From an optimization exercise on the open Yosys and OpenROAD flow, aimed at small area and a short achievable clock period; shortcuts taken in it are not production practice.
Only simulation tests tie the RTL to the original design; equivalence was not proved.
No activity file was given, so power comes from the tool's default toggle rates. The flow treats the clock pin as an ideal source, which a real chip does not have.

==> quartz <==
// vram_writeback
module vram_writeback #(
    parameter int                ADDR_W     = 30,
    parameter logic [ADDR_W-1:0] BASE_ADDR  = '0,
    parameter int                FIFO_DEPTH = 64,
    parameter int                BURST_LEN  = 16,
    parameter int                FLUSH_IDLE = 16
) (
    input  logic                          clk,
    input  logic                          rst_n,
    input  logic                          b_trigger,
    input  logic [63:0]                   bo_pixel,
    input  logic                          bo_valid,
    output logic                          mem_wr_valid,
    input  logic                          mem_wr_ready,
    output logic [63:0]                   mem_wr_data,
    output logic                          mem_cmd_valid,
    input  logic                          mem_cmd_ready,
    output logic [ADDR_W-1:0]             mem_cmd_addr,
    output logic [5:0]                    mem_cmd_bl,
    output logic                          status_ovf,
    output logic [$clog2(FIFO_DEPTH):0]   status_level
);
==> module vram_writeback, before the edit <==
module vram_writeback #(
    parameter int                ADDR_W     = 30,
    parameter logic [ADDR_W-1:0] BASE_ADDR  = '0,
    parameter int                FIFO_DEPTH = 64,
    parameter int                BURST_LEN  = 16,
    parameter int                FLUSH_IDLE = 16
) (
    input  logic                          clk,
    input  logic                          rst_n,
    input  logic                          b_trigger,
    input  logic [63:0]                   bo_pixel,
    input  logic                          bo_valid,
    output logic                          mem_wr_valid,
    input  logic                          mem_wr_ready,
    output logic [63:0]                   mem_wr_data,
    output logic                          mem_cmd_valid,
    input  logic                          mem_cmd_ready,
    output logic [ADDR_W-1:0]             mem_cmd_addr,
    output logic [5:0]                    mem_cmd_bl,
    output logic                          status_ovf,
    output logic [$clog2(FIFO_DEPTH):0]   status_level
);
    localparam int LVL_W  = $clog2(FIFO_DEPTH) + 1;
    localparam int LANES  = 4;
    localparam int IDLE_W = $clog2(FLUSH_IDLE + 1);
    if (FIFO_DEPTH != 64 || BURST_LEN != 16 || FLUSH_IDLE != 16) begin : g_bad_param
        $error("vram_writeback: lane FIFO is built for 64 words, 16-word bursts and a 16-cycle flush");
    end
    logic [1:0]          r_state;
    logic [LVL_W-1:0]    r_level;
    logic [1:0]          r_wr_lane;
    logic [LANES-1:0]    r_rd_oh;       
    logic [63:0]         r_wr_data;     
    logic [3:0]          r_rem;         
    logic [ADDR_W-1:0]   r_wr_addr;
    logic [5:0]          r_cmd_bl;
    logic                r_trig_d;
    logic                r_trig_pend;
    logic                r_ovf;
    logic [IDLE_W-1:0]   r_idle_cnt;
    logic                w_idle;
    logic                w_full;
    logic                w_nonempty;
    logic                w_push;
    logic                w_pop;
    logic                w_start16;
    logic                w_flush;
    logic                w_start;
    logic                w_trig_svc;
    logic                w_last;
    logic [1:0]          w_state_nx;
    logic [LANES-1:0]    w_sel;         
    logic [5:0]          w_start_bl;
    logic [63:0]         w_head [LANES];
    logic [63:0]         w_rdata;
    assign w_idle     = (r_state == 2'd0);
    assign w_full     = r_level[LVL_W-1];
    assign w_nonempty = |r_level;
    assign w_push     = bo_valid & ~w_full;
    assign w_pop      = r_state[0] & mem_wr_ready;
    assign w_start16  = |r_level[LVL_W-1:4];
    assign w_flush    = w_nonempty & (r_idle_cnt == IDLE_W'(FLUSH_IDLE));
    assign w_start    = w_idle & (w_start16 | w_flush);
    assign w_trig_svc = w_idle & r_trig_pend & ~w_nonempty;
    assign w_last     = w_pop & (r_rem == 4'd0);
    assign w_start_bl = w_start16 ? 6'd15 : 6'(r_level - LVL_W'(1));
    for (genvar l = 0; l < LANES; l++) begin : g_lane
        wb_fifo #(
            .STAGES (FIFO_DEPTH / LANES),
            .WIDTH  (64)
        ) u_lane (
            .clk     (clk),
            .rst_n   (rst_n),
            .i_push  (w_push && (r_wr_lane == 2'(l))),
            .i_wdata (bo_pixel),
            .i_pop   (w_pop & r_rd_oh[l]),
            .o_head  (w_head[l])
        );
    end
    always_comb begin
        for (int l = 0; l < LANES; l++) begin
            w_sel[l] = (w_state_nx == 2'd1) &&
                       (w_pop ? r_rd_oh[(l + LANES - 1) % LANES] : r_rd_oh[l]);
        end
        w_rdata = '0;
        for (int l = 0; l < LANES; l++) begin
            w_rdata = w_rdata | (w_head[l] & {64{w_sel[l]}});
        end
    end
    always_comb begin
        w_state_nx = r_state;
        if (w_start) w_state_nx = 2'd1;
        else if (r_state[0] && w_last) w_state_nx = 2'd2;
        else if (r_state[1] && mem_cmd_ready) w_state_nx = 2'd0;
    end
    always_ff @(posedge clk or negedge rst_n) begin
        if (!rst_n) begin
            r_idle_cnt <= '0;
        end else if (bo_valid) begin
            r_idle_cnt <= '0;
        end else if (r_idle_cnt != IDLE_W'(FLUSH_IDLE)) begin
            r_idle_cnt <= r_idle_cnt + IDLE_W'(1);
        end
    end
    always_ff @(posedge clk or negedge rst_n) begin
        if (!rst_n) begin
            r_state     <= 2'd0;
            r_level     <= '0;
            r_wr_lane   <= '0;
            r_rd_oh     <= LANES'(1);
            r_wr_data   <= '0;
            r_rem       <= '0;
            r_wr_addr   <= BASE_ADDR;
            r_cmd_bl    <= '0;
            r_trig_d    <= 1'b0;
            r_trig_pend <= 1'b0;
            r_ovf       <= 1'b0;
        end else begin
            r_state   <= w_state_nx;
            r_level   <= r_level + LVL_W'(w_push) - LVL_W'(w_pop);
            r_wr_lane <= r_wr_lane + 2'(w_push);
            if (w_pop) begin
                r_rd_oh <= {r_rd_oh[LANES-2:0], r_rd_oh[LANES-1]};
            end
            r_wr_data <= w_rdata;
            r_trig_d <= b_trigger;
            if (b_trigger && !r_trig_d) begin
                r_trig_pend <= 1'b1;
            end else if (w_trig_svc) begin
                r_trig_pend <= 1'b0;
            end
            if (bo_valid && w_full) begin
                r_ovf <= 1'b1;
            end
            if (w_trig_svc) begin
                r_wr_addr <= BASE_ADDR;
            end else if (r_state[1] && mem_cmd_ready) begin
                r_wr_addr <= r_wr_addr + (ADDR_W'(r_cmd_bl) + ADDR_W'(1)) * ADDR_W'(caster_pkg::MEM_WORD_BYTES);
            end
            if (w_start) begin
                r_cmd_bl <= w_start_bl;
                r_rem    <= w_start_bl[3:0];
            end else if (w_pop) begin
                r_rem    <= r_rem - 4'd1;
            end
        end
    end
    assign mem_wr_valid  = r_state[0];
    assign mem_wr_data   = r_wr_data;
    assign mem_cmd_valid = r_state[1];
    assign mem_cmd_addr  = r_wr_addr;
    assign mem_cmd_bl    = r_cmd_bl;
    assign status_ovf    = r_ovf;
    assign status_level  = r_level;
endmodule
==> module wb_fifo, before the edit <==
module wb_fifo #(
    parameter int STAGES = 16,
    parameter int WIDTH  = 64
) (
    input  logic             clk,
    input  logic             rst_n,
    input  logic             i_push,
    input  logic [WIDTH-1:0] i_wdata,
    input  logic             i_pop,
    output logic [WIDTH-1:0] o_head
);
    logic [STAGES-1:0] r_vld;
    logic [WIDTH-1:0]  r_dat [STAGES];
    logic [STAGES:0]   w_hole;       
    assign w_hole[STAGES] = 1'b0;
    for (genvar i = 0; i < STAGES; i++) begin : g_hole
        assign w_hole[i] = ~r_vld[i] | w_hole[i+1];
    end
    for (genvar i = 0; i < STAGES; i++) begin : g_stage
        always_ff @(posedge clk) begin
            if (w_hole[i]) begin
                if (i == 0) r_dat[i] <= i_wdata;
                else        r_dat[i] <= r_dat[(i == 0) ? 0 : i-1];
            end
        end
        always_ff @(posedge clk or negedge rst_n) begin
            if (!rst_n) begin
                r_vld[i] <= 1'b0;
            end else if (i == 0) begin
                r_vld[i] <= i_push | (r_vld[i] & ~w_hole[i+1]);
            end else if (i == STAGES-1) begin
                r_vld[i] <= (r_vld[(i == 0) ? 0 : i-1] & w_hole[i]) | (r_vld[i] & ~i_pop);
            end else begin
                r_vld[i] <= (r_vld[(i == 0) ? 0 : i-1] & w_hole[i]) | (r_vld[i] & ~w_hole[i+1]);
            end
        end
    end
    assign o_head = r_dat[STAGES-1];
endmodule
==> flow/config.mk <==
export PLATFORM = sky130hd
export DESIGN_NAME = vram_writeback
export DESIGN_NICKNAME = vram_writeback
export VERILOG_FILES = /design/flow/design.v
export SDC_FILE = /design/flow/constraint.sdc
export NUM_CORES = 4
export LEC_CHECK = 0
export ABC_CLOCK_PERIOD_IN_PS = 2500
export CAP_MARGIN = 20
export CORE_MARGIN = 2
export CORE_UTILIZATION = 70
export CTS_BUF_LIST = sky130_fd_sc_hd__clkbuf_4 sky130_fd_sc_hd__clkbuf_8 sky130_fd_sc_hd__clkbuf_16
export CTS_CLUSTER_DIAMETER = 80
export CTS_CLUSTER_SIZE = 30
export SETUP_SLACK_MARGIN = 3.3
export SLEW_MARGIN = 20
export SYNTH_MEMORY_MAX_BITS = 8192
export TNS_END_PERCENT = 100
==> flow/constraint.sdc <==
create_clock -name core_clock -period 6.0 [get_ports {clk}]
set_input_delay 1.2000 -clock core_clock [delete_from_list [all_inputs] [get_ports {clk}]]
set_output_delay 1.2000 -clock core_clock [all_outputs]
set_load 0.01 [all_outputs]
run.sh (not shown) runs the stock make flow with config.mk's settings and CLKGATE_MAP_FILE= SYNTH_SCRIPT=/design/flow/synth_recipe.tcl, a recipe that flattens the netlist after the stock synthesis.
==> pepper: changes against quartz <==
--- a/flow/design.v
+++ b/flow/design.v
@@ -129,4 +129,5 @@
         for (int l = 0; l < LANES; l++) begin
-            w_sel[l] = (w_state_nx == 2'd1) &&
-                       (w_pop ? r_rd_oh[(l + LANES - 1) % LANES] : r_rd_oh[l]);
+            w_sel[l] = (w_start & r_rd_oh[l]) |
+                       (r_state[0] & ~mem_wr_ready & r_rd_oh[l]) |
+                       (r_state[0] & mem_wr_ready & (r_rem != 4'd0) & r_rd_oh[(l + LANES - 1) % LANES]);
         end
@@ -167,3 +168,7 @@
             r_state   <= w_state_nx;
-            r_level   <= r_level + LVL_W'(w_push) - LVL_W'(w_pop);
+            if (w_push && !w_pop) begin
+                r_level <= r_level + LVL_W'(1);
+            end else if (!w_push && w_pop) begin
+                r_level <= r_level - LVL_W'(1);
+            end
             r_wr_lane <= r_wr_lane + 2'(w_push);
==> flow/flow/run.sh (new file) <==
#!/bin/bash
# The standard layout, except that clock tree synthesis adds no dummy balancing loads.
# Each tool's output goes to standard.log (ORFS keeps per-step logs under orfs/logs).
export CTS_ARGS="-sink_clustering_enable -repair_clock_nets -sink_clustering_size 30 -sink_clustering_max_diameter 80 -dont_use_dummy_load"
bash standard.sh > standard.log 2>&1
==> flow/standard.sh (new file) <==
#!/bin/bash
# synth_recipe.tcl (not shown) runs the flow's synth.tcl, then flattens the netlist and writes it again
# the make line also repeats each setting of config.mk as NAME=value (left out here)
make -C /OpenROAD-flow-scripts/flow DESIGN_CONFIG=/design/flow/config.mk WORK_HOME=/design/flow/orfs CLKGATE_MAP_FILE= SYNTH_SCRIPT=/design/flow/synth_recipe.tcl "${@:-finish}"
ABC_CLOCK_PERIOD_IN_PS = 1500   (was 2500)
CTS_BUF_LIST = default   (was sky130_fd_sc_hd__clkbuf_4 sky130_fd_sc_hd__clkbuf_8 sky130_fd_sc_hd__clkbuf_16)
SETUP_SLACK_MARGIN = 3.5   (was 3.3)
removed: flow/run.sh
==> xenon: changes against quartz <==
--- a/flow/design.v
+++ b/flow/design.v
@@ -20,8 +20,14 @@
 );
+    localparam int HALF = STAGES / 2;
     logic [STAGES-1:0] r_vld;
+    logic              r_upper_full;    
     logic [WIDTH-1:0]  r_dat [STAGES];
-    logic [STAGES:0]   w_hole;       
-    assign w_hole[STAGES] = 1'b0;
+    logic [STAGES-1:0] w_hole;          
+    logic [STAGES-1:0] w_vld_nx;
     for (genvar i = 0; i < STAGES; i++) begin : g_hole
-        assign w_hole[i] = ~r_vld[i] | w_hole[i+1];
+        if (i >= HALF) begin : g_upper
+            assign w_hole[i] = ~&r_vld[STAGES-1:i];
+        end else begin : g_lower
+            assign w_hole[i] = ~&r_vld[HALF-1:i] | ~r_upper_full;
+        end
     end
@@ -34,12 +40,17 @@
         end
-        always_ff @(posedge clk or negedge rst_n) begin
-            if (!rst_n) begin
-                r_vld[i] <= 1'b0;
-            end else if (i == 0) begin
-                r_vld[i] <= i_push | (r_vld[i] & ~w_hole[i+1]);
-            end else if (i == STAGES-1) begin
-                r_vld[i] <= (r_vld[(i == 0) ? 0 : i-1] & w_hole[i]) | (r_vld[i] & ~i_pop);
-            end else begin
-                r_vld[i] <= (r_vld[(i == 0) ? 0 : i-1] & w_hole[i]) | (r_vld[i] & ~w_hole[i+1]);
-            end
+        if (i == 0) begin : g_first
+            assign w_vld_nx[i] = i_push | (r_vld[i] & ~w_hole[i+1]);
+        end else if (i == STAGES-1) begin : g_last
+            assign w_vld_nx[i] = (r_vld[i-1] & w_hole[i]) | (r_vld[i] & ~i_pop);
+        end else begin : g_mid
+            assign w_vld_nx[i] = (r_vld[i-1] & w_hole[i]) | (r_vld[i] & ~w_hole[i+1]);
+        end
+    end
+    always_ff @(posedge clk or negedge rst_n) begin
+        if (!rst_n) begin
+            r_vld        <= '0;
+            r_upper_full <= 1'b0;
+        end else begin
+            r_vld        <= w_vld_nx;
+            r_upper_full <= &w_vld_nx[STAGES-1:HALF];
         end
@@ -113,3 +124,3 @@
     assign w_last     = w_pop & (r_rem == 4'd0);
-    assign w_start_bl = w_start16 ? 6'd15 : 6'(r_level - LVL_W'(1));
+    assign w_start_bl = {2'b00, w_start16 ? 4'd15 : r_level[3:0] - 4'd1};
     for (genvar l = 0; l < LANES; l++) begin : g_lane
@@ -129,4 +140,5 @@
         for (int l = 0; l < LANES; l++) begin
-            w_sel[l] = (w_state_nx == 2'd1) &&
-                       (w_pop ? r_rd_oh[(l + LANES - 1) % LANES] : r_rd_oh[l]);
+            w_sel[l] = (w_start & r_rd_oh[l]) |
+                       (r_state[0] & ~mem_wr_ready & r_rd_oh[l]) |
+                       (r_state[0] & mem_wr_ready & (r_rem != 4'd0) & r_rd_oh[(l + LANES - 1) % LANES]);
         end
@@ -167,3 +179,7 @@
             r_state   <= w_state_nx;
-            r_level   <= r_level + LVL_W'(w_push) - LVL_W'(w_pop);
+            if (w_push && !w_pop) begin
+                r_level <= r_level + LVL_W'(1);
+            end else if (!w_push && w_pop) begin
+                r_level <= r_level - LVL_W'(1);
+            end
             r_wr_lane <= r_wr_lane + 2'(w_push);
@@ -185,3 +201,3 @@
             end else if (r_state[1] && mem_cmd_ready) begin
-                r_wr_addr <= r_wr_addr + (ADDR_W'(r_cmd_bl) + ADDR_W'(1)) * ADDR_W'(caster_pkg::MEM_WORD_BYTES);
+                r_wr_addr <= r_wr_addr + (ADDR_W'(r_cmd_bl[3:0]) + ADDR_W'(1)) * ADDR_W'(caster_pkg::MEM_WORD_BYTES);
             end
==> flow/flow/run.sh (new file) <==
#!/bin/bash
# The standard layout, except that the port buffers are plain buf_2 cells.
# All tool output goes to standard.log (ORFS also keeps per-step logs under orfs/logs).
export BUFFER_PORTS_ARGS="-buffer_cell sky130_fd_sc_hd__buf_2"
bash standard.sh > standard.log 2>&1
==> flow/standard.sh (new file) <==
#!/bin/bash
# synth_recipe.tcl (not shown) runs the flow's synth.tcl, then flattens the netlist and writes it again
# the make line also repeats each setting of config.mk as NAME=value (left out here)
make -C /OpenROAD-flow-scripts/flow DESIGN_CONFIG=/design/flow/config.mk WORK_HOME=/design/flow/orfs CLKGATE_MAP_FILE= SYNTH_SCRIPT=/design/flow/synth_recipe.tcl "${@:-finish}"
CORE_AREA = 2 2 436.195 436.195   (was default)
CORE_MARGIN = default   (was 2)
CORE_UTILIZATION = default   (was 70)
CTS_BUF_LIST = default   (was sky130_fd_sc_hd__clkbuf_4 sky130_fd_sc_hd__clkbuf_8 sky130_fd_sc_hd__clkbuf_16)
DIE_AREA = 0 0 438.195 438.195   (was default)
SETUP_SLACK_MARGIN = 3.5   (was 3.3)
removed: flow/run.sh
==> comparison <==
Sequential power: quartz is smaller than pepper (about 6%).
Critical path depth: quartz is higher than pepper (6).
xenon completed with no timing, DRC or antenna violations. pepper finished with timing, DRC and antenna clean. quartz finished with timing, DRC and antenna clean.
Non-clock buffer count, lowest first: quartz, xenon, pepper.
Against pepper, the core utilization of xenon is higher by 0.073 points.
In pepper the total power is larger than in xenon, by about 6%.

-- re-timing with driven ports --
The results above use ideal ports. As a check the final layouts listed here were re-extracted and re-timed, cells and wires unchanged. Step 1 assumes that a clkbuf_16 drives the clock port and a buf_2 every other input. Step 2 times the ports against the registers' clock, not the clock port: input delays grow and output delays shrink by t, the midpoint of the rising clock arrivals with the driver on. Slacks: ideal ports / drivers / drivers and shift; pairs: ideal ports / drivers.
run | t (ns) | setup slack, ns | hold WS [ns] | slew at the worst register clock pin (ns)
quartz | 0.940 | 3.297 / 3.251 / 2.519 | 0.315 / 0.275 / 0.414 | 0.11 / 0.11
pepper | 0.913 | 3.352 / 3.262 / 2.670 | 0.345 / 0.291 / 0.387 | 0.12 / 0.12
xenon | 0.945 | 3.308 / 3.207 / 2.868 | 0.404 / 0.404 / 0.404 | 0.11 / 0.11
After both steps every run listed still meets setup and hold. For quartz, which loses most, drivers alone change the setup slack by -0.046 ns; drivers and shift together by -0.778 ns.
